Context: an optimization exercise on an open-source flow, tuned for small area and a short achievable clock period. The choices shown serve that exercise and are no tape-out recipe. RTL that was checked went through simulation tests only; none was proved equivalent to the original. Power and IR drop assume default switching activity.

== raven ==
Design doodleGame, start of the top module:
module doodleGame
(
	input logic Reset,  
	input logic frame_clk,  
	input logic [7:0] keycode,
	input logic [167:0] platforms,  
	input logic [41:0] springs,  
	output logic [19:0] sprite,  
	output logic [9:0] speed,
	output logic [9:0] scroll,
	output logic [19:0] score,
	output logic [1:0] state,
	output logic [1:0] difficulty,
	output logic [7:0] platHit
);
Size in the first run: roughly 61 flip-flops, about 10000 um^2 of cells after synthesis.
==> flow/config.mk <==
export PLATFORM = sky130hd
export DESIGN_NAME = doodleGame
export DESIGN_NICKNAME = doodleGame
export VERILOG_FILES = /design/flow/design.v
export SDC_FILE = /design/flow/constraint.sdc
export NUM_CORES = 4
export LEC_CHECK = 0
export CAP_MARGIN = 20
export CORE_MARGIN = 2
export CORE_UTILIZATION = 40
export SETUP_SLACK_MARGIN = 5
export SLEW_MARGIN = 20
export SYNTH_HIERARCHICAL = 1
export SYNTH_MINIMUM_KEEP_SIZE = 0
==> flow/constraint.sdc <==
create_clock -name core_clock -period 10.0 [get_ports {Reset}]
set_input_delay 2.0000 -clock core_clock [delete_from_list [all_inputs] [get_ports {Reset}]]
set_output_delay 2.0000 -clock core_clock [all_outputs]
set_load 0.01 [all_outputs]
standard.sh (not shown) runs the stock make flow with config.mk's settings and CLKGATE_MAP_FILE= SYNTH_SCRIPT=/design/flow/synth_recipe.tcl, a recipe that flattens the netlist after the stock synthesis.
==> flow/flow/run.sh <==
#!/bin/bash
set -e
export BUFFER_PORTS_ARGS="-buffer_cell sky130_fd_sc_hd__buf_1"
bash standard.sh > standard.log 2>&1
raven | status: complete | timing, DRC, antenna: pass
Input-level comparison between juniper and raven:
-- flow/config.mk --
<<< raven, line 10
export CORE_UTILIZATION = 40
export SETUP_SLACK_MARGIN = 5
export SLEW_MARGIN = 20
>>> juniper, line 10
export CORE_UTILIZATION = 40
export CTS_BUF_LIST = sky130_fd_sc_hd__clkbuf_4
export SETUP_SLACK_MARGIN = 4
export SLEW_MARGIN = 20
## What came out
Going from raven to juniper, worst path setup slack after routing moved down, minimum clock period after layout moved up, global-route usage moved down, area fraction of clock buffers and clock inverters moved down. A type of the worst setup path of in -> out is what raven shows, while reg -> out belongs to juniper. Changes observed in juniper relative to raven: combinational share of power shows an increase of 3.3 points, number of flops mapped to enable cells by yosys shows no meaningful change, sum of internal, switching and leakage power shows a reduction of about 9%, largest net degree at the start of global routing shows no meaningful change.
No functional check of the RTL was part of any run of this note.


build 64:
Another version of the RTL of doodleGame (not shown whole).
Size: ~1600 cells after synthesis, ~290 I/O pins, ~0.012 mm² of cells after synthesis.
clock: 10.0 ns
lec_check: 0
cap_margin: 20
core_margin: 2
core_utilization: 40
slew_margin: 20
Scripts as last shown in full above: flow/flow/run.sh
Build 64 closes out successfully: all stages finished, all timing, DRC and antenna checks passed.
The inputs of build 90 differ from those of build 64 as listed below.
==> flow/run.sh (new file) <==
#!/bin/bash
# synth_recipe.tcl (not shown) runs the flow's synth.tcl, then flattens the netlist and writes it again
# the make line also repeats each setting of config.mk as NAME=value (left out here)
make -C /OpenROAD-flow-scripts/flow DESIGN_CONFIG=/design/flow/config.mk WORK_HOME=/design/flow/orfs CLKGATE_MAP_FILE= SYNTH_SCRIPT=/design/flow/synth_recipe.tcl finish
removed: flow/flow/run.sh
removed: flow/standard.sh
--- outcome ---
Going from build 64 to build 90, total track usage grows by 2.0 points. Hold slack: build 90 vs build 64, no meaningful difference. Clock network power share was higher in build 90 than in build 64. Compared with build 64, in build 90 ratio of final minimum period to clock period went up; detailed-route via count went down; total of plain and repair buffers excluding clock buffers went down; time the final worst path needs with I/O delays and setup went up; total length of routed wires went up. Of the two values seen for timing startpoint of the critical path, motion.y[2] was produced by build 64 and platforms[1] by build 90.
No functional check of the RTL was part of any run of this note.


doodleGame, a different RTL version from the one above (not shown whole).
Size: about 1,500 cells after synthesis, about 61 flip-flops, ~290 I/O pins, about 0.010 mm2 of cells after synthesis.
Settings: LEC_CHECK=0, CAP_MARGIN=20, CORE_MARGIN=2, CORE_UTILIZATION=40, CTS_BUF_LIST=sky130_fd_sc_hd__clkbuf_4 sky130_fd_sc_hd__clkbuf_8, SETUP_SLACK_MARGIN=4.5, SLEW_MARGIN=20, SYNTH_HIERARCHICAL=1, SYNTH_MINIMUM_KEEP_SIZE=0; clock period 10.0 ns.
==> flow/flow/run.sh <==
#!/bin/bash
set -e
export BUFFER_PORTS_ARGS="-buffer_cell sky130_fd_sc_hd__buf_1"
bash standard.sh > standard.log 2>&1
==> next run, changes <==
--- a/flow/flow/run.sh
+++ b/flow/flow/run.sh
@@ -3,0 +4 @@
+export RECOVER_POWER=100
Result: Now the flow reached the layout checks and failed them: capacitance limit, slew limit. Routed wire length hardly moves. Die area stays the same. Synthesized area stays the same. Final area went down by 1.2%. Core utilization falls by 0.55 points. Sequential share of layout area grows by 0.14 points. Power goes down by about 0.9%. Count of clock-buffer cells in the layout does not change. First-iteration DRC count increases by 8.0%. Global-route usage stays the same. Fmax fell by 26%.


willow:
Another version of the RTL of doodleGame (not shown whole).
Size: ~1300 cells after synthesis, about 61 flip-flops, about 290 I/O pins, about 9200 sq um of cells after synthesis.
Settings: LEC_CHECK=0, CAP_MARGIN=20, CORE_MARGIN=2, CORE_UTILIZATION=50, CTS_BUF_LIST=sky130_fd_sc_hd__clkbuf_4 sky130_fd_sc_hd__clkbuf_8, PLACE_DENSITY=0.75, SETUP_SLACK_MARGIN=4.5, SLEW_MARGIN=20, SYNTH_HIERARCHICAL=1, SYNTH_MINIMUM_KEEP_SIZE=0; clock period 10.0 ns.
==> flow/flow/run.sh <==
#!/bin/bash
set -e
export BUFFER_PORTS_ARGS="-buffer_cell sky130_fd_sc_hd__buf_1"
bash standard.sh > standard.log 2>&1
> inputs changed (willow -> harbor)
- SETUP_SLACK_MARGIN changed from 4.5 to 4.7
- PLACE_DENSITY removed (was 0.75)
- CORE_UTILIZATION changed from 50 to 40
Per the comparison of harbor with willow, met1 track utilization from global routing has decreased; final period demand of the worst path has decreased; final core utilization has decreased; number of vias in the routed layout has decreased; sequential share of cell area has decreased.
Of the two values seen for launch point of the worst path, platforms[83] was produced by willow and platforms[48] by harbor.
Compared with willow, harbor shows clock group share of total power higher by 1.5 points.
Compared with willow, harbor shows a higher overall power.

what the ideal ports hide:
The flow's constraints put no driver on any port. The routed layouts listed below were extracted and timed again, unchanged, in two steps. Step 1, drivers: a clkbuf_16 drives Reset and a buf_2 each remaining input, both assumed. Step 2 moves the port delays by t, midway between the first and last clock arrival at a register: inputs arrive t later, outputs are due t later. That takes back most of the time a late clock gives input paths. Three values: ideal, step 1, step 2; two values: the first two.
run	shift t [ns]	setup WS [ns]	clock arrival spread, ns	worst slew at a driven data input, ns
raven	0.364	4.475 / 4.429 / 4.429	0.010 / 0.010	0.10
juniper	0.444	4.258 / 4.230 / 4.244	0.012 / 0.012	0.09
build 64	0.366	3.292 / 3.254 / 3.298	0.006 / 0.006	0.11
build 90	0.363	2.576 / 2.553 / 2.553	0.010 / 0.010	0.07
the first run of note 3	0.378	4.682 / 4.644 / 4.644	0.010 / 0.010	0.12
the second run of note 3	0.377	2.784 / 2.752 / 2.943	0.011 / 0.011	0.12
willow	0.389	4.629 / 4.606 / 4.606	0.006 / 0.006	0.08
harbor	0.376	4.694 / 4.667 / 4.620	0.010 / 0.009	0.09
The setup slack of harbor, which loses most, moves by -0.027 ns with the drivers and by -0.074 ns with both steps.
